This design comes from an exercise in tuning for small area, a short achievable clock period and few clock cycles per item on the open sky130 flow, not from production work.
Function was checked by simulation only, so behaviour that the tests miss may differ from the original.
Power is estimated from default activity; no workload was simulated.

==> flow/design.v <==
package wrs_pkg;
    localparam int RATE_W   = 32;    
    localparam int PREFIX_W = 36;    
    localparam int CNT_W    = 5;     
    localparam int IDX_W    = 4;     
    localparam logic [CNT_W-1:0] CNT_RESET = 5'd1;
    localparam logic REG_REACTIONS_IN_USE = 1'b0;
    typedef enum logic
    {
        OP_WRITE = 1'b0,
        OP_DRAW  = 1'b1
    } op_t;
    typedef enum logic [1:0]
    {
        STATUS_OK      = 2'd0,
        STATUS_BEYOND  = 2'd1,
        STATUS_WRITTEN = 2'd2
    } status_t;
    typedef struct packed
    {
        op_t                 operation;
        logic [IDX_W-1:0]    reaction_index;
        logic [RATE_W-1:0]   rate_value;
        logic [PREFIX_W-1:0] draw_point;
    } cmd_t;
    typedef struct packed
    {
        logic [IDX_W-1:0]    chosen_reaction;
        logic [PREFIX_W-1:0] total_rate;
        status_t             status;
    } result_t;
    typedef enum logic [2:0]
    {
        S_IDLE,
        S_LOAD,
        S_REBUILD,
        S_FETCH,
        S_WR_END,
        S_DRAW_TOT,
        S_SEARCH
    } state_t;
endpackage
module weighted_reaction_selector #(
    parameter int MAX_REACTIONS = 16
) (
    input  logic         clk,
    input  logic         rst_n,
    input  logic         psel,
    input  logic         penable,
    input  logic         pwrite,
    input  logic [2:0]   paddr,
    input  logic [31:0]  pwdata,
    output logic [31:0]  prdata,
    output logic         pready,
    input  logic         start,
    input  logic [72:0]  cmd_in,      
    output logic         busy,
    output logic         done,
    output logic [41:0]  result_out   
);
    localparam int RW = wrs_pkg::RATE_W;
    localparam int PW = wrs_pkg::PREFIX_W;
    logic [wrs_pkg::CNT_W-1:0] cfg_reg;
    logic                      cfg_wr;
    assign pready = 1'b1;
    assign cfg_wr = psel && penable && pwrite && (paddr[2] == wrs_pkg::REG_REACTIONS_IN_USE);
    always_ff @(posedge clk or negedge rst_n)
    begin
        if (!rst_n)
        begin
            cfg_reg <= wrs_pkg::CNT_RESET;
        end
        else if (cfg_wr)
        begin
            cfg_reg <= pwdata[wrs_pkg::CNT_W-1:0];
        end
    end
    assign prdata = (paddr[2] == wrs_pkg::REG_REACTIONS_IN_USE) ? {{(32-wrs_pkg::CNT_W){1'b0}}, cfg_reg} : '0;
    logic [4:0] n_act;
    assign n_act = cfg_reg[4] ? 5'd16 : cfg_reg;
    function automatic logic [37:0] bk_add38(input logic [37:0] x, input logic [37:0] z);
        logic [37:0] g, p, p0;
        begin
            g  = x & z;
            p  = x ^ z;
            p0 = p;
            for (int d = 1; d < 38; d = d * 2)
            begin
                for (int i = 2 * d - 1; i < 38; i = i + 2 * d)
                begin
                    g[i] = g[i] | (p[i] & g[i - d]);
                    p[i] = p[i] & p[i - d];
                end
            end
            for (int d = 16; d >= 1; d = d / 2)
            begin
                for (int i = 3 * d - 1; i < 38; i = i + 2 * d)
                begin
                    g[i] = g[i] | (p[i] & g[i - d]);
                    p[i] = p[i] & p[i - d];
                end
            end
            bk_add38 = p0 ^ {g[36:0], 1'b0};
        end
    endfunction
    function automatic logic [35:0] bk_add(input logic [35:0] x, input logic [35:0] z);
        logic [37:0] t;
        begin
            t      = bk_add38({2'b0, x}, {2'b0, z});
            bk_add = t[35:0];
        end
    endfunction
    function automatic logic [36:0] bk_sub(input logic [35:0] x, input logic [35:0] z);
        logic [37:0] t;
        begin
            t      = bk_add38({1'b0, x, 1'b1}, {1'b1, ~z, 1'b1});
            bk_sub = t[37:1];
        end
    endfunction
    logic [RW-1:0] rate_q [16];
    logic [15:0]   valid_q;
    logic [33:0] base1_q;
    logic [34:0] base2_q;
    logic [35:0] base3_q;
    logic [35:0] tot_q;
    logic [4:0] new_n;
    logic [1:0] new_g;
    logic [2:0] new_m;
    logic [15:0] rc_hot;     
    logic [15:0] act_q;      
    logic [2:0]  rc_left;
    logic        rc_busy;
    assign new_n   = pwdata[4] ? 5'd16 : pwdata[4:0];
    assign new_g   = new_n[4] ? 2'd3 : new_n[3:2];
    assign new_m   = new_n[4] ? 3'd4 : {1'b0, new_n[1:0]};
    assign rc_busy = (rc_left != 3'd0);
    assign busy    = rc_busy;
    logic [15:0] rc_hot_d;
    always_comb
    begin
        if (cfg_wr)
        begin
            for (int k = 0; k < 16; k++)
            begin
                rc_hot_d[k] = (new_m != 3'd0) && ({new_g, 2'd0} == 4'(k));
            end
        end
        else if (rc_busy && (rc_left != 3'd1))
        begin
            rc_hot_d = {rc_hot[14:0], 1'b0};
        end
        else
        begin
            rc_hot_d = 16'd0;
        end
    end
    always_ff @(posedge clk or negedge rst_n)
    begin
        if (!rst_n)
        begin
            rc_left <= 3'd0;
            rc_hot  <= 16'd0;
            act_q   <= 16'd1;
        end
        else
        begin
            rc_hot <= rc_hot_d;
            if (cfg_wr)
            begin
                rc_left <= new_m;
                for (int k = 0; k < 16; k++)
                begin
                    act_q[k] <= (5'(k) < new_n);
                end
            end
            else if (rc_busy)
            begin
                rc_left <= rc_left - 3'd1;
            end
        end
    end
    logic        accept;
    logic        a_v;
    logic [72:0] a_cmd;
    logic [15:0] a_sel;      
    logic        a_act;      
    logic [15:0] valid_d;    
    assign accept = start && !busy;
    always_ff @(posedge clk or negedge rst_n)
    begin
        if (!rst_n)
        begin
            a_v <= 1'b0;
        end
        else
        begin
            a_v <= accept;
        end
    end
    always_ff @(posedge clk)
    begin
        a_cmd <= cmd_in;
        a_act <= act_q[cmd_in[71:68]];
        for (int k = 0; k < 16; k++)
        begin
            a_sel[k] <= valid_d[k] && (rc_hot_d[k] || (accept && (cmd_in[71:68] == 4'(k))));
        end
    end
    logic          a_op;
    logic [3:0]    a_idx;
    logic [RW-1:0] a_rate;
    logic [PW-1:0] a_pt;
    assign a_op   = a_cmd[72];
    assign a_idx  = a_cmd[71:68];
    assign a_rate = a_cmd[67:36];
    assign a_pt   = a_cmd[35:0];
    logic          b_v, b_rc;
    logic          b_op;
    logic [3:0]    b_idx;
    logic [RW-1:0] b_rate;
    logic [PW-1:0] b_data;
    logic          b_wr;
    logic [3:0]    b_en;     
    assign b_wr = b_v && (b_op == wrs_pkg::OP_WRITE);
    logic          a_fwd;
    logic [RW-1:0] a_tab;
    logic [RW-1:0] a_old;
    logic [32:0]   delta;
    logic          a_wr;
    assign a_wr = a_v && !rc_busy && (a_op == wrs_pkg::OP_WRITE);
    assign a_fwd = b_wr && (b_idx == a_idx);
    always_comb
    begin
        a_tab = '0;
        for (int k = 0; k < 16; k++)
        begin
            a_tab = a_tab | (a_sel[k] ? rate_q[k] : '0);
        end
    end
    assign a_old = a_fwd ? b_rate : a_tab;
    assign delta = {1'b0, a_rate} - {1'b0, a_old};
    always_ff @(posedge clk or negedge rst_n)
    begin
        if (!rst_n)
        begin
            b_v  <= 1'b0;
            b_rc <= 1'b0;
            b_en <= 4'b0000;
        end
        else
        begin
            b_v   <= a_v && !rc_busy;
            b_rc  <= rc_busy && !cfg_wr;
            b_en[0] <= a_wr && (a_idx[3:2] == 2'd0);
            b_en[1] <= a_wr && !a_idx[3];
            b_en[2] <= a_wr && (a_idx[3:2] != 2'd3);
            b_en[3] <= (a_wr && a_act) || (rc_busy && !cfg_wr);
        end
    end
    always_ff @(posedge clk)
    begin
        b_op   <= a_op;
        b_idx  <= a_idx;
        b_rate <= a_rate;
        if (rc_busy)
        begin
            b_data <= {4'b0, a_old};
        end
        else if (a_op == wrs_pkg::OP_WRITE)
        begin
            b_data <= {{3{delta[32]}}, delta};
        end
        else
        begin
            b_data <= a_pt;
        end
    end
    logic [35:0] tot_upd;
    logic [36:0] d1, d2, d3;
    logic        b_beyond;
    logic [3:0]  b_ghot;
    logic [35:0] b_rest;
    assign tot_upd = bk_add(tot_q, b_en[3] ? b_data : 36'd0);
    assign d1 = bk_sub(b_data, {2'b0, base1_q});
    assign d2 = bk_sub(b_data, {1'b0, base2_q});
    assign d3 = bk_sub(b_data, base3_q);
    assign b_beyond = (b_data >= tot_q);
    always_comb
    begin
        b_ghot = 4'b0000;
        if (!d3[36])
        begin
            b_ghot[3] = 1'b1;
            b_rest    = d3[35:0];
        end
        else if (!d2[36])
        begin
            b_ghot[2] = 1'b1;
            b_rest    = d2[35:0];
        end
        else if (!d1[36])
        begin
            b_ghot[1] = 1'b1;
            b_rest    = d1[35:0];
        end
        else
        begin
            b_ghot[0] = 1'b1;
            b_rest    = b_data;
        end
    end
    always_comb
    begin
        for (int k = 0; k < 16; k++)
        begin
            valid_d[k] = valid_q[k] || (b_wr && (b_idx == 4'(k)));
        end
    end
    always_ff @(posedge clk)
    begin
        for (int k = 0; k < 16; k++)
        begin
            if (b_wr && (b_idx == 4'(k)))
            begin
                rate_q[k] <= b_rate;
            end
        end
    end
    always_ff @(posedge clk or negedge rst_n)
    begin
        if (!rst_n)
        begin
            valid_q <= '0;
            base1_q <= '0;
            base2_q <= '0;
            base3_q <= '0;
            tot_q   <= '0;
        end
        else
        begin
            valid_q <= valid_d;
            base1_q <= 34'(bk_add({2'b0, base1_q}, b_en[0] ? b_data : 36'd0));
            base2_q <= 35'(bk_add({1'b0, base2_q}, b_en[1] ? b_data : 36'd0));
            base3_q <= bk_add(base3_q, b_en[2] ? b_data : 36'd0);
            if (cfg_wr)
            begin
                case (new_g)
                    2'd0:    tot_q <= 36'd0;
                    2'd1:    tot_q <= {2'b0, base1_q};
                    2'd2:    tot_q <= {1'b0, base2_q};
                    default: tot_q <= base3_q;
                endcase
            end
            else
            begin
                tot_q <= tot_upd;
            end
        end
    end
    logic        c_v;
    logic        c_op;
    logic        c_beyond;
    logic [1:0]  c_g;
    logic [11:0] c_sel;      
    logic [35:0] c_rest;
    always_ff @(posedge clk or negedge rst_n)
    begin
        if (!rst_n)
        begin
            c_v <= 1'b0;
        end
        else
        begin
            c_v <= b_v;
        end
    end
    always_ff @(posedge clk)
    begin
        c_op     <= b_op;
        c_beyond <= b_beyond;
        c_g      <= {b_ghot[3] || b_ghot[2], b_ghot[3] || b_ghot[1]};
        for (int g = 0; g < 4; g++)
        begin
            for (int j = 0; j < 3; j++)
            begin
                c_sel[3 * g + j] <= b_ghot[g] && valid_q[4 * g + j];
            end
        end
        c_rest   <= b_rest;
    end
    logic [RW-1:0] r0, r1, r2;
    logic          e1, e2, e3;
    logic [1:0]    c_cnt;
    always_comb
    begin
        r0 = '0;
        r1 = '0;
        r2 = '0;
        for (int g = 0; g < 4; g++)
        begin
            r0 = r0 | (c_sel[3 * g + 0] ? rate_q[4 * g + 0] : '0);
            r1 = r1 | (c_sel[3 * g + 1] ? rate_q[4 * g + 1] : '0);
            r2 = r2 | (c_sel[3 * g + 2] ? rate_q[4 * g + 2] : '0);
        end
    end
    logic [37:0] x1, n0, n1, n2;
    logic [37:0] z1, z2, u1, u2;
    logic [37:0] f2, f3;
    assign x1 = {2'b0, c_rest};
    assign n0 = ~{6'b0, r0};
    assign n1 = ~{6'b0, r1};
    assign n2 = ~{6'b0, r2};
    assign z1 = x1 ^ n0 ^ n1;
    assign z2 = {(x1[36:0] & n0[36:0]) | (x1[36:0] & n1[36:0]) | (n0[36:0] & n1[36:0]), 1'b1};
    assign u1 = z1 ^ z2 ^ n2;
    assign u2 = {(z1[36:0] & z2[36:0]) | (z1[36:0] & n2[36:0]) | (z2[36:0] & n2[36:0]), 1'b1};
    assign f2 = z1 + z2 + 38'd1;
    assign f3 = u1 + u2 + 38'd1;
    assign e1 = ({4'b0, r0} <= c_rest);
    assign e2 = !f2[37];
    assign e3 = !f3[37];
    assign c_cnt = e3 ? 2'd3 : (e2 ? 2'd2 : (e1 ? 2'd1 : 2'd0));
    logic        done_reg;
    logic [41:0] result_reg;
    always_ff @(posedge clk or negedge rst_n)
    begin
        if (!rst_n)
        begin
            done_reg <= 1'b0;
        end
        else
        begin
            done_reg <= c_v;
        end
    end
    always_ff @(posedge clk)
    begin
        if (c_op == wrs_pkg::OP_WRITE)
        begin
            result_reg <= {wrs_pkg::IDX_W'(0), tot_q, wrs_pkg::STATUS_WRITTEN};
        end
        else if (c_beyond)
        begin
            result_reg <= {wrs_pkg::IDX_W'(0), tot_q, wrs_pkg::STATUS_BEYOND};
        end
        else
        begin
            result_reg <= {c_g, c_cnt, tot_q, wrs_pkg::STATUS_OK};
        end
    end
    assign done       = done_reg;
    assign result_out = result_reg;
endmodule
==> flow/run.sh <==
#!/bin/bash
# synth_recipe.tcl (not shown) runs the flow's synth.tcl, then flattens the netlist and writes it again
# the make line also repeats each setting of config.mk as NAME=value (left out here)
make -C /OpenROAD-flow-scripts/flow DESIGN_CONFIG=/design/flow/config.mk WORK_HOME=/design/flow/orfs CLKGATE_MAP_FILE= SYNTH_SCRIPT=/design/flow/synth_recipe.tcl finish
==> flow/config.mk <==
export PLATFORM = sky130hd
export DESIGN_NAME = weighted_reaction_selector
export DESIGN_NICKNAME = weighted_reaction_selector
export VERILOG_FILES = /design/flow/design.v
export SDC_FILE = /design/flow/constraint.sdc
export NUM_CORES = 4
export LEC_CHECK = 0
export CAP_MARGIN = 20
export CORE_MARGIN = 2
export CORE_UTILIZATION = 65
export SETUP_SLACK_MARGIN = 4.7
export SLEW_MARGIN = 20
==> flow/constraint.sdc <==
create_clock -name core_clock -period 9.5 [get_ports {clk}]
set_input_delay 1.9000 -clock core_clock [delete_from_list [all_inputs] [get_ports {clk}]]
set_output_delay 1.9000 -clock core_clock [all_outputs]
set_load 0.01 [all_outputs]
==> impl_metrics.py, run 1 <==
metrics = {
    "run_status": {
        "status": "finished clean",
    },
    "clock_network": {
        "cts_tree": "yes",
        "clock_path_buffers": 3,
        "clkSlewWorstSetupHoldPaths_ns": 0.06,
        "cts_max_level": 3,
        "cts-buffers-inserted": 98,
        "clock-sinks": 972,
        "worst_skew_pair.late_latency_ns": 0.68,
        "cts-root-buf": "sky130_fd_sc_hd__clkbuf_16",
    },
    "power": {
        "p_int_mw": 10.23,
        "p_clk_share_pct": 25.1,
        "switchingPower_mw": 6.017,
        "worst_ir_drop_vdd_mv": 0.2835,
        "swShare_pct": 37.04,
        "comb_pwr_share_pct": 41.8,
        "total_leakage_power_nw": 25.74,
        "seq_power_share_pct": 33.1,
        "pwr_density_cell_nw_per_um2": 274.8,
    },
    "synth": {
        "number_of_synthesized_flops_with_an_enable_pin": 512,
        "syn_area_per_cell_sq_um": 11.68,
        "ys_warn_count": 2,
        "yosysUniqueCellTypes": 101,
        "synth_ff_type": "sky130_fd_sc_hd__edfxtp_1",
        "synth-seq-cells": 972,
        "synth-seq-area-share_pct": 49.21,
        "postSynthCellCount": 4456,
        "asyncSetResetFlopFracSynth_pct": 20.88,
        "post_synth_instance_area_sq_um": 52030,
    },
    "sta": {
        "setup_repair_after_global_routing_missed_its_margin": "true",
        "slew_headroom_pct": 25.18,
        "setup_viol_count_final": 0,
        "holdWs_ns": 0.3464,
        "final-hold-violation-count": 0,
        "period_minus_slack_ns": 4.769,
        "clock_skew_ns": 0.03322,
        "fin_tns_setup_ns": 0,
        "timing.fmax_mhz": 209.7,
        "tightestPinTransition_ns": 1.112,
        "report.final.slew_viol_count": 0,
        "layout_worst_path_cycle_share_pct": 50.20,
    },
    "setup_path": {
        "worst-path-max-fanout": 25,
        "crit_path_end_kind": "flip-flop",
        "r2r-end": "b_data[31]$_DFF_P_",
        "number_of_cells_traversed_by_the_worst_register_to_register_path": 19,
        "timing.critical_path.slowest_stage_cell": "sky130_fd_sc_hd__dfxtp_1",
        "start_kind": "flip-flop",
        "setup.worst_path.start": "a_sel[11]$_DFF_P_",
        "crit_type": "reg2reg",
        "slowest_delay_ns": 0.77,
        "crit_required_ns": 10.02,
        "timing.critical_path.cells": "buf_6 -> a22oi_1 -> and3_1 -> nand4_1 -> o21ai_2 -> ha_1 -> o211ai_1 -> nand2_1 -> o21ai_2 -> o21a_2 -> maj3_1 -> o211ai_2 -> a31oi_4 -> o31ai_4 -> buf_4 -> a41oi_4 -> o31ai_4 -> xnor2_1 -> o221ai_1",
        "timing.rr.start": "a_sel[11]$_DFF_P_",
        "ff2ff_setup_slack_ns": 4.73,
        "arrival_worst_endpoint_ns": 5.29,
    },
    "finish": {
        "final_layout_size_suffix_gt1_share_pct": 9.358,
        "largest_register_ffs": 512,
        "synth_to_final_area_change_pct": 13.62,
        "final_common_cell": "sky130_fd_sc_hd__edfxtp_1",
        "nets": 5334,
        "n_antenna_cell": 0,
        "finalNonFillerCells": 5773,
        "nFillCells": 5397,
        "commonest_cells_after_routing_fill_and_taps_aside": "sky130_fd_sc_hd__edfxtp_1 (512), sky130_fd_sc_hd__inv_1 (410), sky130_fd_sc_hd__ha_1 (389)",
    },
    "floorplan": {
        "initial_utilization_pct": 65.75,
        "num_rows": 103,
        "core_region_area_sq_um": 79130,
        "die-area_sq_um": 82320,
        "die-width_um": 286.9,
        "die_height_um": 286.9,
        "num_io_pins": 191,
    },
    "place": {
        "final_hpwl_dp_mm": 105.5,
        "buffer_ports.inserted": 133,
        "dp.cells": 5549,
        "final_gp_congestion": 0.9400,
    },
    "global_routing": {
        "grt_antenna_before_repair": 1,
        "grt_pass1_wl_mm": 239.7,
        "grt.overflow.total": 0,
        "grt_usage_pct": 39.40,
        "grt_pass1_vias": 37680,
        "grt_start_max_net_pins": 93,
    },
    "flow_run": {
        "cap_violations": 0,
    },
    "min_path": {
        "worstHoldPathCells": 0,
        "holdCritStartpoint": "a_cmd[66]$_DFF_P_",
        "timing.hold.worst.class": "reg2reg",
        "min_to": "b_rate[30]$_DFF_P_",
    },
    "detailed_routing": {
        "routed_wirelength_mm": 162.7,
        "detail-route-antenna-nets": 0,
        "detail_route.iter0.violations": 4714,
        "route.vias.total": 38560,
        "detailedRoute.firstPassIterationCount": 7,
        "route.detailed.drc": 0,
        "number_of_vias_per_cell": 6.680,
        "routed_wire_length_per_instance_um": 28.18,
    },
}
==> worst max-delay path: cells and delay by family, from the launching register on <==
| family | cells | cell delay [ns] |
|---|---|---|
| buffers and inverters | 2 | 0.68 |
| DFF | 1 | 0.77 |
| AOI/OAI and AO/OA | 11 | 1.77 |
| and+or+nand+nor | 3 | 0.41 |
| xor gates and xnor gates | 1 | 0.15 |
| adders and majority gates | 2 | 0.80 |
==> worst max-delay path by stage <==
stage                                        to  depth (start not counted)
after floorplan           b_data[32]$_SDFF_PN0_                         22
after global placement    b_data[35]$_SDFF_PN0_                         17
after detailed placement  b_data[34]$_SDFF_PN0_                         17
after CTS                 b_data[34]$_SDFF_PN0_                         20
after global routing         c_rest[34]$_DFF_P_                         19
final                        b_data[31]$_DFF_P_                         19
==> per-stage QoR <==
stage          setup slack (ns)  instance area (sq um)  util (%)  total power, mW
2_1_floorplan             5.003                  52120         -            9.603
3_5_place_dp              3.591                  54620     69.02            11.62
6_report                  4.731                  59110     74.71            16.25
5_1_grt                   4.568                  59110     74.71            17.14
3_3_place_gp              3.637                  54620     69.02            11.47
4_1_cts                   4.694                  58530     73.97            15.97
==> routing by layer <==
| metal | vias to the layer above | part of all wire, % | global-route usage [%] |
|---|---|---|---|
| met5 | - | 0 | 0 |
| met1 | 18810 | 39 | 54.41 |
| met4 | 0 | 6.0 | 20.05 |
| li1 | 16760 | - | - |
| met2 | 2443 | 44 | 59.58 |
| met3 | 542 | 11 | 8.000 |
==> area by class of cell <==
type	instances	area [sq um]	share of cell area, %
timing repair inverter	1	7.507	0.01270
tap	1050	1314	2.222
inverter	414	1562	2.642
clock buffer	128	2728	4.614
sequential	972	25620	43.35
timing repair buffer	249	2404	4.066
multi-input combinational	2904	24810	41.97
clock inverter	55	664.4	1.124
==> logic make-up after synthesis <==
| kind of cell | count (synthesis) | share of synthesized area, % |
|---|---|---|
| flops | 972 | 49.21 |
| simple gates | 875 | 8.648 |
| compound gates | 1210 | 16.96 |
| fa+ha+maj | 583 | 16.69 |
| buf+inv | 608 | 4.658 |
| other cells | 2 | 0.01444 |
| xor+xnor | 149 | 2.508 |
| mux | 57 | 1.303 |
==> Yosys cell counts (68+ instances only) <==
cell | count | share of area, %
sky130_fd_sc_hd__edfxtp_1 | 512 | 30
sky130_fd_sc_hd__dfrtp_1 | 201 | 9.7
sky130_fd_sc_hd__a221oi_1 | 154 | 2.6
sky130_fd_sc_hd__xnor2_1 | 88 | 1.5
sky130_fd_sc_hd__o21ai_0 | 156 | 1.5
sky130_fd_sc_hd__dfxtp_1 | 257 | 9.9
sky130_fd_sc_hd__clkbuf_1 | 137 | 0.99
sky130_fd_sc_hd__a22o_1 | 150 | 2.5
sky130_fd_sc_hd__a21o_1 | 139 | 2.0
sky130_fd_sc_hd__and2_1 | 159 | 1.9
sky130_fd_sc_hd__nand2_1 | 205 | 1.5
sky130_fd_sc_hd__nor2_1 | 159 | 1.1
sky130_fd_sc_hd__inv_1 | 412 | 3.0
sky130_fd_sc_hd__nand4_1 | 68 | 0.82
sky130_fd_sc_hd__a21oi_1 | 164 | 1.6
sky130_fd_sc_hd__a22oi_1 | 217 | 3.1
sky130_fd_sc_hd__fa_1 | 186 | 7.2
sky130_fd_sc_hd__ha_1 | 394 | 9.5
==> timing repair <==
| item | CTS | global route |
|---|---|---|
| endpoints found under the setup margin | 92 | 81 |
| gates cloned | 3 | 0 |
| pin swaps | 12 | 34 |
| buffers inserted | 17 | 21 |
| resized for setup | 93 | 91 |
| hold buffers | 0 | 0 |
==> power by group through the flow <==
| stage | Sequential, mW | Clock, mW | Combinational, mW |
|---|---|---|---|
| 2_1_floorplan | 5.25 | 0 | 4.36 |
| 3_3_place_gp | 5.44 | 0 | 6.03 |
| 3_5_place_dp | 5.45 | 0 | 6.17 |
| 4_1_cts | 5.37 | 4.10 | 6.50 |
| 5_1_grt | 5.42 | 4.26 | 7.47 |
| 6_report | 5.37 | 4.09 | 6.79 |
Testbench counts, summed over its fixed seeds: cycles 6,672, items 6,630.
==> run 2: changes to the inputs <==
--- a/flow/config.mk
+++ b/flow/config.mk
@@ -8,5 +8,5 @@
 export CAP_MARGIN = 20
 export CORE_MARGIN = 2
 export CORE_UTILIZATION = 65
-export SETUP_SLACK_MARGIN = 4.7
+export SETUP_SLACK_MARGIN = 5
 export SLEW_MARGIN = 20
==> run 2 against run 1 <==
Against the previous run:
- largest power group unchanged
- via count rose by 1.2%
- utilization rose by 1.5 points
- sequential power barely moved
- maximum frequency rose by 3.0%
- first-iteration DRC count rose by 10%
- setup slack improved by 0.14 ns
- highest routed layer is now met5
- critical path type unchanged
==> impl_metrics.py, run 2 <==
metrics = {
    "run_status": {
        "status": "finished clean",
    },
    "setup_path": {
        "critPathTopFamily": "compound AO/OA/AOI/OAI gates",
        "start_kind": "flip-flop",
        "crit_type": "reg2reg",
        "crit_required_ns": 10.02,
        "timing.critical_path.cells": "buf_4 -> buf_6 -> a22oi_1 -> nand4_1 -> nor2_2 -> a21oi_4 -> inv_2 -> ha_4 -> nand2b_1 -> a21oi_4 -> o21ai_2 -> o21a_2 -> maj3_2 -> o211ai_4 -> a31oi_4 -> o31ai_4 -> buf_4 -> a21oi_4 -> o21bai_1 -> xnor2_1 -> o221ai_1",
        "crit_path_end_kind": "flip-flop",
        "slowest_delay_ns": 0.37,
        "worst-path-max-fanout": 17,
        "arrival_worst_endpoint_ns": 5.15,
        "worstPathBufferInverterCount": 4,
        "cell_mode_on_critical_path": "sky130_fd_sc_hd__a21oi_4",
        "timing.critical_path.slowest_stage_cell": "sky130_fd_sc_hd__buf_4",
    },
    "sta": {
        "holdWs_ns": 0.3419,
        "tightestPinTransition_ns": 1.092,
        "report.final.slew_viol_count": 0,
        "clock_skew_ns": 0.02718,
        "slew_headroom_pct": 26.51,
        "setup_repair_after_global_routing_missed_its_margin": "true",
        "fin_tns_setup_ns": 0,
        "final-hold-violation-count": 0,
        "setup_ws_ns": 4.871,
        "layout_worst_path_cycle_share_pct": 48.73,
        "timing.fmax_mhz": 216.0,
        "period_minus_slack_ns": 4.630,
        "setup_viol_count_final": 0,
    },
    "finish": {
        "final_common_cell": "sky130_fd_sc_hd__edfxtp_1",
        "commonest_cells_after_routing_fill_and_taps_aside": "sky130_fd_sc_hd__edfxtp_1 (512), sky130_fd_sc_hd__inv_1 (407), sky130_fd_sc_hd__ha_1 (382)",
        "nFillCells": 5219,
        "n_antenna_cell": 0,
        "final_layout_size_suffix_gt1_share_pct": 12.14,
        "nets": 5390,
        "final_core_utilization_pct": 76.19,
        "synth_to_final_area_change_pct": 15.88,
        "largest_register_ffs": 512,
    },
    "synth": {
        "synth_most_common_cell": "sky130_fd_sc_hd__edfxtp_1",
        "number_of_synthesized_flops_with_an_enable_pin": 512,
        "yosys-top-cells-area": "sky130_fd_sc_hd__edfxtp_1 (30%), sky130_fd_sc_hd__dfxtp_1 (9.9%), sky130_fd_sc_hd__dfrtp_1 (9.7%)",
        "synth_top_cell_by_area": "sky130_fd_sc_hd__edfxtp_1",
        "asyncSetResetFlopFracSynth_pct": 20.88,
        "post_synth_instance_area_sq_um": 52030,
        "synth-seq-cells": 972,
        "syn_area_per_cell_sq_um": 11.68,
        "synth_ff_type": "sky130_fd_sc_hd__edfxtp_1",
        "synth.top_cells.by_count": "sky130_fd_sc_hd__edfxtp_1 (512), sky130_fd_sc_hd__inv_1 (412), sky130_fd_sc_hd__ha_1 (394), sky130_fd_sc_hd__dfxtp_1 (257), sky130_fd_sc_hd__a22oi_1 (217)",
        "ys_warn_count": 2,
        "synth_top_area_share_pct": 29.55,
        "yosysUniqueCellTypes": 101,
        "postSynthCellCount": 4456,
        "synth-seq-area-share_pct": 49.21,
    },
    "clock_network": {
        "cts-buffers-inserted": 98,
        "worst_skew_pair.late_latency_ns": 0.69,
        "clock-sinks": 972,
        "cts_max_level": 3,
        "clkSlewWorstSetupHoldPaths_ns": 0.06,
        "cts-root-buf": "sky130_fd_sc_hd__clkbuf_16",
        "cts_tree": "yes",
        "clock_path_buffers": 3,
        "hold_buffers": 0,
    },
    "global_routing": {
        "met3_usage_pct": 9.381,
        "grt_pass1_wl_mm": 244.6,
        "global_route.peak_usage_layer": "met2",
        "grt.overflow.total": 0,
        "grt.met2_usage_pct": 60.83,
        "grt_start_max_net_pins": 93,
        "global_route_met1_utilization_pct": 55.14,
        "grt_pass1_vias": 38270,
        "grt_antenna_before_repair": 2,
        "grt_usage_pct": 40.40,
    },
    "place": {
        "final_gp_congestion": 0.9400,
        "post-place-ws_ns": 3.591,
        "final_hpwl_dp_mm": 105.5,
        "buffer_ports.inserted": 133,
    },
    "floorplan": {
        "initial_utilization_pct": 65.75,
        "core_region_area_sq_um": 79130,
        "num_rows": 103,
        "die-width_um": 286.9,
        "die-area_sq_um": 82320,
        "num_io_pins": 191,
        "die_height_um": 286.9,
    },
    "detailed_routing": {
        "route.vias.total": 39020,
        "detail-route-antenna-nets": 0,
        "number_of_vias_per_cell": 6.694,
        "route.detailed.drc": 0,
        "detailedRoute.firstPassIterationCount": 6,
        "routed_wirelength_mm": 167.3,
        "detail_route.iter0.violations": 5196,
        "routed_wire_length_per_instance_um": 28.69,
    },
    "power": {
        "p_clk_share_pct": 24.7,
        "worst_ir_drop_vdd_mv": 0.2936,
        "pwr_density_cell_nw_per_um2": 275.3,
        "swShare_pct": 37.25,
        "total_leakage_power_nw": 26.19,
        "p_int_mw": 10.42,
        "switchingPower_mw": 6.183,
        "post-layout-total-power_mw": 16.60,
        "seq_power_share_pct": 32.4,
        "comb_pwr_share_pct": 42.9,
    },
    "flow_run": {
        "cap_violations": 0,
    },
    "min_path": {
        "timing.hold.worst.class": "reg2reg",
    },
}
-- run 2: timing repair --
| action | in CTS | in global routing |
|---|---|---|
| buffers inserted | 60 | 27 |
| resized for setup | 212 | 143 |
| cloned | 9 | 1 |
| setup endpoints to repair | 110 | 93 |
| pin swaps | 62 | 67 |
-- run 2: per-layer routing --
metal  up-vias  part of all wire (%)
met4         2                   6.3
met2      2565                    44
met1     19000                    38
met5         -                 0.019
li1      16870                     -
met3       582                    12
-- run 2: final timing paths --
kind	end	start	cells past startpoint	slack (ns)
max in group asynchronous	base3_q[10]$_DFF_PN0_	rst_n	2	6.83
worst max-delay path	b_data[25]$_DFF_P_	a_sel[9]$_DFF_P_	21	4.87
worst max register to register	b_data[25]$_DFF_P_	a_sel[9]$_DFF_P_	21	4.87
worst min-delay path	b_idx[0]$_DFF_P_	a_cmd[68]$_DFF_P_	0	0.34
min in group asynchronous	rc_left[2]$_DFFE_PN0P_	rst_n	1	1.25
worst min register to register	b_idx[0]$_DFF_P_	a_cmd[68]$_DFF_P_	0	0.34
-- run 2: stage by stage --
| stage | instance area (sq um) | std cells |
|---|---|---|
| floorplan | 52120 | 4482 |
| global placement | 54620 | 5549 |
| detailed placement | 54620 | 5549 |
| CTS | 59520 | 5801 |
| global route | 60290 | 5829 |
| finish | 60290 | 5829 |
-- run 2: area by class of cell --
class	instances	area [sq um]	area share (%)
clock buffer	128	2728	4.524
tap	1050	1314	2.179
inverter	414	1562	2.590
timing repair inverter	1	7.507	0.01245
timing repair buffer	305	3119	5.174
sequential	972	25660	42.56
multi-input combinational	2904	25240	41.86
clock inverter	55	664.4	1.102
-- run 2: power by group through the flow --
| stage | combinational, mW | clock, mW | sequential [mW] |
|---|---|---|---|
| after detailed placement | 6.17 | 0 | 5.45 |
| after global placement | 6.03 | 0 | 5.44 |
| after floorplan | 4.36 | 0 | 5.25 |
| final | 7.12 | 4.10 | 5.38 |
| after global routing | 7.79 | 4.26 | 5.42 |
| after CTS | 6.70 | 4.10 | 5.38 |
-- run 2: kinds of logic (layout without fill, tap and decap cells) --
kind of cell / after synthesis / after routing / share of synthesized area, %
AO/OA/AOI/OAI: 1210 / 1210 / 16.96
flip-flops: 972 / 972 / 49.21
AND/OR/NAND/NOR: 875 / 877 / 8.648
buffers and inverters: 608 / 903 / 4.658
adder cells (fa/ha/maj): 583 / 583 / 16.69
XOR/XNOR: 149 / 149 / 2.508
multiplexers: 57 / 57 / 1.303
other: 2 / 28 / 0.01444
==> run 3: changes to the inputs <==
--- a/flow/config.mk
+++ b/flow/config.mk
@@ -8,5 +8,7 @@
 export CAP_MARGIN = 20
 export CORE_MARGIN = 2
 export CORE_UTILIZATION = 65
+export CTS_CLUSTER_DIAMETER = 70
+export CTS_CLUSTER_SIZE = 32
 export SETUP_SLACK_MARGIN = 5
 export SLEW_MARGIN = 20
==> run 3 against run 2 <==
Against the previous run:
- wire length fell by 2.1%
- via count decreased by 1.3%
- final cell count decreased by 1.8%
- die area unchanged
- largest power group unchanged
- utilization shrank 2.1 points
- setup slack got worse by 0.093 ns
- synthesized cell count unchanged
- largest cell class unchanged
- maximum frequency is 2.0% lower
- clock power shrank 32%
- sequential share of layout area up 1.2 points
- still clean
==> impl_metrics.py, run 3 <==
metrics = {
    "global_routing": {
        "grt_pass1_vias": 37530,
        "grt.overflow.total": 0,
        "grt_pass1_wl_mm": 239.9,
        "grt_usage_pct": 39.53,
        "grt_start_max_net_pins": 93,
        "grt_antenna_before_repair": 6,
    },
    "finish": {
        "final_core_utilization_pct": 74.10,
        "final_common_cell": "sky130_fd_sc_hd__edfxtp_1",
        "largest_register_ffs": 512,
        "final_layout_size_suffix_gt1_share_pct": 10.46,
        "nFillCells": 5470,
        "n_antenna_cell": 0,
        "commonest_cells_after_routing_fill_and_taps_aside": "sky130_fd_sc_hd__edfxtp_1 (512), sky130_fd_sc_hd__inv_1 (407), sky130_fd_sc_hd__ha_1 (387)",
        "synth_to_final_area_change_pct": 12.71,
        "nets": 5329,
    },
    "power": {
        "p_clk_share_pct": 18.4,
        "post-layout-total-power_mw": 15.14,
        "swShare_pct": 39.60,
        "p_int_mw": 9.142,
        "comb_pwr_share_pct": 46.1,
        "total_leakage_power_nw": 25.37,
        "seq_power_share_pct": 35.5,
        "pwr_density_cell_nw_per_um2": 258.1,
        "switchingPower_mw": 5.994,
        "worst_ir_drop_vdd_mv": 0.3314,
    },
    "sta": {
        "slew_headroom_pct": 22.24,
        "tightestPinTransition_ns": 1.156,
        "period_minus_slack_ns": 4.723,
        "report.final.slew_viol_count": 0,
        "layout_worst_path_cycle_share_pct": 49.71,
        "setup_repair_after_global_routing_missed_its_margin": "true",
        "final-hold-violation-count": 0,
        "setup_ws_ns": 4.777,
        "fin_tns_setup_ns": 0,
        "setup_viol_count_final": 0,
        "clock_skew_ns": 0.04280,
        "timing.fmax_mhz": 211.7,
    },
    "detailed_routing": {
        "routed_wire_length_per_instance_um": 28.60,
        "detailedRoute.firstPassIterationCount": 6,
        "detail-route-antenna-nets": 0,
        "detail_route.iter0.violations": 4879,
        "routed_wirelength_mm": 163.8,
        "route.detailed.drc": 0,
        "route.vias.total": 38520,
        "number_of_vias_per_cell": 6.728,
    },
    "setup_path": {
        "arrival_worst_endpoint_ns": 5.32,
        "worst-path-max-fanout": 5,
        "timing.rr.start": "b_idx[2]$_DFF_P_",
        "crit_path_end_kind": "flip-flop",
        "crit_type": "reg2reg",
        "ff2ff_setup_slack_ns": 4.78,
        "r2r-end": "b_data[34]$_SDFF_PN0_",
        "number_of_cells_traversed_by_the_worst_register_to_register_path": 20,
        "crit_required_ns": 10.09,
        "start_kind": "flip-flop",
    },
    "clock_network": {
        "worst_skew_pair.late_latency_ns": 0.67,
        "cts-buffers-inserted": 50,
        "cts_max_level": 2,
        "cts_tree": "yes",
        "clock-sinks": 972,
        "clock_path_buffers": 3,
        "cts-root-buf": "sky130_fd_sc_hd__clkbuf_16",
        "hold_buffers": 0,
        "clkSlewWorstSetupHoldPaths_ns": 0.11,
    },
    "synth": {
        "synth_ff_type": "sky130_fd_sc_hd__edfxtp_1",
        "post_synth_instance_area_sq_um": 52030,
        "postSynthCellCount": 4456,
        "synth-seq-cells": 972,
        "synth_most_common_cell": "sky130_fd_sc_hd__edfxtp_1",
        "synth.top_cells.by_count": "sky130_fd_sc_hd__edfxtp_1 (512), sky130_fd_sc_hd__inv_1 (412), sky130_fd_sc_hd__ha_1 (394), sky130_fd_sc_hd__dfxtp_1 (257), sky130_fd_sc_hd__a22oi_1 (217)",
        "syn_area_per_cell_sq_um": 11.68,
        "synth_top_cell_by_area": "sky130_fd_sc_hd__edfxtp_1",
        "yosysUniqueCellTypes": 101,
        "asyncSetResetFlopFracSynth_pct": 20.88,
        "synth-seq-area-share_pct": 49.21,
        "yosys-top-cells-area": "sky130_fd_sc_hd__edfxtp_1 (30%), sky130_fd_sc_hd__dfxtp_1 (9.9%), sky130_fd_sc_hd__dfrtp_1 (9.7%)",
        "synth_top_area_share_pct": 29.55,
        "number_of_synthesized_flops_with_an_enable_pin": 512,
        "ys_warn_count": 2,
    },
    "floorplan": {
        "core_region_area_sq_um": 79130,
        "num_io_pins": 191,
        "initial_utilization_pct": 65.75,
        "die-width_um": 286.9,
        "die-area_sq_um": 82320,
        "die_height_um": 286.9,
        "num_rows": 103,
    },
    "flow_run": {
        "cap_violations": 0,
    },
    "min_path": {
        "holdCritStartpoint": "a_cmd[36]$_DFF_P_",
        "worstHoldPathCells": 0,
        "timing.hold.worst.class": "reg2reg",
        "min_to": "b_rate[0]$_DFF_P_",
    },
    "run_status": {
        "status": "finished clean",
    },
    "place": {
        "final_gp_congestion": 0.9400,
        "buffer_ports.inserted": 133,
        "final_hpwl_dp_mm": 105.5,
        "post-place-ws_ns": 3.591,
    },
}
==> run 3: layout make-up <==
type	count	area [sq um]	area share (%)
Clock buffer	56	1316	2.245
Clock inverter	37	603.1	1.029
Inverter	414	1562	2.663
Multi-Input combinational cell	2904	25160	42.91
Sequential cell	972	25660	43.76
Tap cell	1050	1314	2.241
Timing Repair Buffer	292	3012	5.136
Timing Repair inverter	1	7.507	0.01280
==> run 3: kinds of logic (layout without fill, tap and decap cells) <==
| logic type | Yosys count | count (layout) | share of synthesized area, % |
|---|---|---|---|
| xor gates and xnor gates | 149 | 149 | 2.508 |
| AOI/OAI and AO/OA | 1210 | 1210 | 16.96 |
| other | 2 | 28 | 0.01444 |
| DFF | 972 | 972 | 49.21 |
| adders and majority gates | 583 | 583 | 16.69 |
| muxes | 57 | 57 | 1.303 |
| buffers and inverters | 608 | 800 | 4.658 |
| and+or+nand+nor | 875 | 877 | 8.648 |
==> run 3: stage by stage <==
step           hold WS, ns  instances  area [sq um]
3_3_place_gp        0.3362       5549         54620
2_1_floorplan       0.3290       4482         52120
4_1_cts             0.3624       5698         57910
3_5_place_dp        0.3383       5549         54620
6_report            0.3599       5726         58640
5_1_grt             0.3648       5726         58640
==> run 3: critical path, cell delays in order (launching register included) <==
cell                       delay [ns]
sky130_fd_sc_hd__dfxtp_4         0.36
sky130_fd_sc_hd__xor2_1          0.14
sky130_fd_sc_hd__a2111o_1        0.51
sky130_fd_sc_hd__buf_6           0.17
sky130_fd_sc_hd__or2_4           0.29
sky130_fd_sc_hd__a21oi_4         0.28
sky130_fd_sc_hd__ha_4            0.19
sky130_fd_sc_hd__fa_2            0.24
sky130_fd_sc_hd__nor2b_4         0.07
sky130_fd_sc_hd__o31ai_4         0.22
sky130_fd_sc_hd__a31oi_2         0.14
sky130_fd_sc_hd__a21o_1          0.23
sky130_fd_sc_hd__maj3_2          0.37
sky130_fd_sc_hd__o21bai_4        0.15
sky130_fd_sc_hd__a31o_4          0.22
sky130_fd_sc_hd__a21oi_4         0.09
sky130_fd_sc_hd__o32ai_4         0.31
sky130_fd_sc_hd__o21ai_2         0.12
sky130_fd_sc_hd__a211oi_4        0.28
sky130_fd_sc_hd__buf_12          0.16
sky130_fd_sc_hd__a21o_1          0.09
==> run 3: power groups by stage <==
stage	registers, mW	clock network (mW)	logic [mW]
global route	5.41	2.94	7.65
CTS	5.37	2.79	6.63
floorplan	5.25	0	4.36
detailed placement	5.45	0	6.17
finish	5.37	2.79	6.98
global placement	5.44	0	6.03
==> run 3: layer usage <==
metal | global-route usage [%] | routed length [um] | vias up
li1 | - | - | 16710
met5 | 0 | 37 | -
met4 | 19.54 | 9456 | 6
met2 | 59.95 | 72300 | 2448
met3 | 8.119 | 19070 | 494
met1 | 54.60 | 62910 | 18870
==> run 3: worst max-delay path by stage <==
stage	depth (start not counted)	end	from
finish	20	b_data[34]$_SDFF_PN0_	b_idx[2]$_DFF_P_
global route	20	b_data[34]$_SDFF_PN0_	a_cmd[70]$_DFF_P_
CTS	20	b_data[34]$_SDFF_PN0_	a_cmd[70]$_DFF_P_
detailed placement	17	b_data[34]$_SDFF_PN0_	b_v$_DFF_PN0_
global placement	17	b_data[35]$_SDFF_PN0_	b_v$_DFF_PN0_
floorplan	22	b_data[32]$_SDFF_PN0_	b_idx[2]$_DFF_P_
==> run 3: timing repair <==
| action | 4_1_cts | 5_1_grt |
|---|---|---|
| endpoints found under the setup margin | 110 | 90 |
| pin swaps | 56 | 60 |
| resized for setup | 209 | 121 |
| setup buffers | 47 | 27 |
| cloned | 9 | 1 |
==> run 4: changes to the inputs <==
--- a/flow/config.mk
+++ b/flow/config.mk
@@ -8,7 +8,7 @@
 export CAP_MARGIN = 20
 export CORE_MARGIN = 2
 export CORE_UTILIZATION = 65
-export CTS_CLUSTER_DIAMETER = 70
-export CTS_CLUSTER_SIZE = 32
+export CTS_CLUSTER_DIAMETER = 60
+export CTS_CLUSTER_SIZE = 22
 export SETUP_SLACK_MARGIN = 5
 export SLEW_MARGIN = 20
==> run 4 against run 3 <==
Against the previous run:
- still clean
- hold slack worse by 0.020 ns
- cell area up 1.8%
- critical path depth unchanged
- sequential power about the same
- sequential share of layout area down 0.77 points
- largest cell class unchanged
- largest power group unchanged
- highest routed layer unchanged
==> impl_metrics.py, run 4 <==
metrics = {
    "setup_path": {
        "arrival_worst_endpoint_ns": 5.23,
        "worst-path-max-fanout": 4,
        "crit_required_ns": 10.08,
        "start_kind": "flip-flop",
        "crit_path_end_kind": "flip-flop",
        "crit_type": "reg2reg",
    },
    "power": {
        "worst_ir_drop_vdd_mv": 0.3170,
        "total_leakage_power_nw": 25.86,
        "pwr_density_cell_nw_per_um2": 265.8,
    },
    "floorplan": {
        "die_height_um": 286.9,
        "initial_utilization_pct": 65.75,
        "die-width_um": 286.9,
        "core_region_area_sq_um": 79130,
        "num_rows": 103,
        "num_io_pins": 191,
        "die-area_sq_um": 82320,
    },
    "synth": {
        "postSynthCellCount": 4456,
        "yosys-top-cells-area": "sky130_fd_sc_hd__edfxtp_1 (30%), sky130_fd_sc_hd__dfxtp_1 (9.9%), sky130_fd_sc_hd__dfrtp_1 (9.7%)",
        "number_of_synthesized_flops_with_an_enable_pin": 512,
        "synth_most_common_cell": "sky130_fd_sc_hd__edfxtp_1",
        "synth.top_cells.by_count": "sky130_fd_sc_hd__edfxtp_1 (512), sky130_fd_sc_hd__inv_1 (412), sky130_fd_sc_hd__ha_1 (394), sky130_fd_sc_hd__dfxtp_1 (257), sky130_fd_sc_hd__a22oi_1 (217)",
        "ys_warn_count": 2,
        "synth_ff_type": "sky130_fd_sc_hd__edfxtp_1",
        "synth_top_area_share_pct": 29.55,
        "synth-seq-area-share_pct": 49.21,
        "asyncSetResetFlopFracSynth_pct": 20.88,
        "syn_area_per_cell_sq_um": 11.68,
        "synth-seq-cells": 972,
        "synth_top_cell_by_area": "sky130_fd_sc_hd__edfxtp_1",
        "post_synth_instance_area_sq_um": 52030,
        "yosysUniqueCellTypes": 101,
    },
    "finish": {
        "postLayoutCellArea_sq_um": 59680,
        "seqCellArea_sq_um": 25660,
        "finalNonFillerCells": 5796,
        "multiInputGateArea_sq_um": 25270,
        "nets": 5377,
        "final_layout_size_suffix_gt1_share_pct": 11.85,
        "synth_to_final_area_change_pct": 14.72,
        "commonest_cells_after_routing_fill_and_taps_aside": "sky130_fd_sc_hd__edfxtp_1 (512), sky130_fd_sc_hd__inv_1 (406), sky130_fd_sc_hd__ha_1 (381)",
        "largest_register_ffs": 512,
        "final_common_cell": "sky130_fd_sc_hd__edfxtp_1",
        "nFillCells": 5313,
    },
    "clock_network": {
        "cts_tree": "yes",
        "worst_skew_pair.late_latency_ns": 0.67,
        "cts-buffers-inserted": 72,
        "clkSlewWorstSetupHoldPaths_ns": 0.09,
        "clock-sinks": 972,
        "cts-root-buf": "sky130_fd_sc_hd__clkbuf_16",
        "clock_path_buffers": 3,
        "cts_max_level": 3,
    },
    "sta": {
        "layout_worst_path_cycle_share_pct": 48.93,
        "setup_viol_count_final": 0,
        "timing.fmax_mhz": 215.1,
        "final-hold-violation-count": 0,
        "clock_skew_ns": 0.04073,
        "fin_tns_setup_ns": 0,
        "period_minus_slack_ns": 4.648,
        "setup_repair_after_global_routing_missed_its_margin": "true",
        "report.final.slew_viol_count": 0,
        "holdWs_ns": 0.3402,
        "tightestPinTransition_ns": 1.142,
        "slew_headroom_pct": 23.15,
        "setup_ws_ns": 4.852,
    },
    "global_routing": {
        "grt_start_max_net_pins": 93,
        "grt_pass1_wl_mm": 242.3,
        "grt_antenna_before_repair": 7,
        "grt_usage_pct": 40.03,
        "grt_pass1_vias": 37900,
        "grt.overflow.total": 0,
    },
    "detailed_routing": {
        "route.vias.total": 38990,
        "route.detailed.drc": 0,
        "detailedRoute.firstPassIterationCount": 8,
        "number_of_vias_per_cell": 6.728,
        "detail_route.iter0.violations": 4897,
        "routed_wirelength_mm": 166.9,
        "detail-route-antenna-nets": 0,
        "routed_wire_length_per_instance_um": 28.79,
    },
    "place": {
        "final_hpwl_dp_mm": 105.5,
        "dpl-instance-area_sq_um": 54620,
        "post-place-ws_ns": 3.591,
        "final_gp_congestion": 0.9400,
        "dp.cells": 5549,
        "buffer_ports.inserted": 133,
    },
    "min_path": {
        "timing.hold.worst.class": "reg2reg",
    },
    "run_status": {
        "status": "finished clean",
    },
    "flow_run": {
        "cap_violations": 0,
    },
}
run 4: metal layers:
metal  track usage (%)  up-vias  share of wire [%]
li1                  -    16830                  -
met5                 0        -              0.023
met1             54.80    19020                 38
met3             8.738      585                 12
met2             60.65     2545                 44
met4             20.27        6                6.0
run 4: through the flow:
| step | power, mW | util (%) |
|---|---|---|
| floorplan | 9.603 | - |
| global placement | 11.47 | 69.02 |
| detailed placement | 11.62 | 69.02 |
| CTS | 15.44 | 74.17 |
| global route | 16.73 | 75.42 |
| finish | 15.86 | 75.43 |
run 4: logic make-up (layout without fill, tap and decap cells):
group                    count (synthesis)  in the layout  share of synthesized area, %
AO/OA/AOI/OAI                         1210           1210                         16.96
flip-flops                             972            972                         49.21
AND/OR/NAND/NOR                        875            877                         8.648
buffers and inverters                  608            867                         4.658
adder cells (fa/ha/maj)                583            583                         16.69
XOR/XNOR                               149            149                         2.508
multiplexers                            57             57                         1.303
other                                    2             31                       0.01444
run 4: path summary, 6_finish.rpt:
path                       cells past startpoint              start                endpoint  slack, ns
setup reg to reg                              20  a_cmd[70]$_DFF_P_   b_data[34]$_SDFF_PN0_       4.85
hold / removal                                 0  a_cmd[68]$_DFF_P_        b_idx[0]$_DFF_P_       0.34
max in group asynchronous                      2              rst_n     tot_q[21]$_DFF_PN0_       6.83
min in group asynchronous                      1              rst_n  rc_left[2]$_DFFE_PN0P_       1.26
setup / recovery                              20  a_cmd[70]$_DFF_P_   b_data[34]$_SDFF_PN0_       4.85
hold reg to reg                                0  a_cmd[68]$_DFF_P_        b_idx[0]$_DFF_P_       0.34
run 4: final cells by class:
| class | instances | area share, % |
|---|---|---|
| clock buffer | 92 | 3.409 |
| sequential | 972 | 42.99 |
| clock inverter | 42 | 0.9161 |
| antenna | 3 | 0.01258 |
| tap | 1050 | 2.201 |
| timing repair inverter | 1 | 0.01258 |
| multi-input combinational | 2904 | 42.35 |
| timing repair buffer | 318 | 5.495 |
| inverter | 414 | 2.616 |
run 4: critical path, stage by stage, from the launching register on:
cell                       delay, ns
sky130_fd_sc_hd__dfxtp_2        0.34
sky130_fd_sc_hd__xor2_1         0.16
sky130_fd_sc_hd__a2111o_1       0.46
sky130_fd_sc_hd__buf_6          0.16
sky130_fd_sc_hd__or2_4          0.28
sky130_fd_sc_hd__a21oi_4        0.28
sky130_fd_sc_hd__ha_4           0.19
sky130_fd_sc_hd__fa_2           0.23
sky130_fd_sc_hd__nor2b_4        0.06
sky130_fd_sc_hd__o31ai_4        0.25
sky130_fd_sc_hd__a31oi_4        0.13
sky130_fd_sc_hd__a21o_1         0.25
sky130_fd_sc_hd__maj3_2         0.38
sky130_fd_sc_hd__o21bai_4       0.19
sky130_fd_sc_hd__a31o_4         0.23
sky130_fd_sc_hd__a21oi_4        0.09
sky130_fd_sc_hd__o32ai_4        0.24
sky130_fd_sc_hd__o21ai_2        0.12
sky130_fd_sc_hd__a211oi_4       0.25
sky130_fd_sc_hd__buf_12         0.16
sky130_fd_sc_hd__a21o_1         0.09
run 4: timing repair:
action                     in CTS  in global routing
pin swaps                      65                 84
setup endpoints to repair     111                 92
resized for setup             223                143
gates cloned                    9                  3
hold buffers                    0                  0
setup buffers                  54                 44
run 4: power by group:
part,internal (mW),switching [mW],leakage [nW],total (mW)
registers,4.85,0.528,9.46,5.37
logic,3.21,3.91,15.2,7.11
clock network,1.64,1.74,1.25,3.38

==> static timing again, ports no longer ideal <==
The flow's constraints put no driver on any port. The routed layouts listed below were extracted and timed again, unchanged, in two steps. Step 1 sets driving cells, clkbuf_16 on the clock port and buf_2 on the other inputs (assumed; they add their load-dependent delay and slew). Step 2 also shifts input and output timing later by t, the mid clock arrival at the registers, as if the neighbouring blocks saw the same clock. Three values: ideal, step 1, step 2; two values: the first two.
run	shift t [ns]	setup slack, ns	clock arrival spread, ns
run 1	0.736	4.731 / 4.731 / 4.328	0.039 / 0.039
run 2	0.749	4.870 / 4.870 / 4.326	0.031 / 0.032
run 3	0.725	4.777 / 4.777 / 4.580	0.046 / 0.046
run 4	0.722	4.852 / 4.852 / 4.591	0.041 / 0.041
After both steps every run listed still meets setup and hold. The setup slack of run 2, which loses most, moves by 0.000 ns with the drivers and by -0.544 ns with both steps.
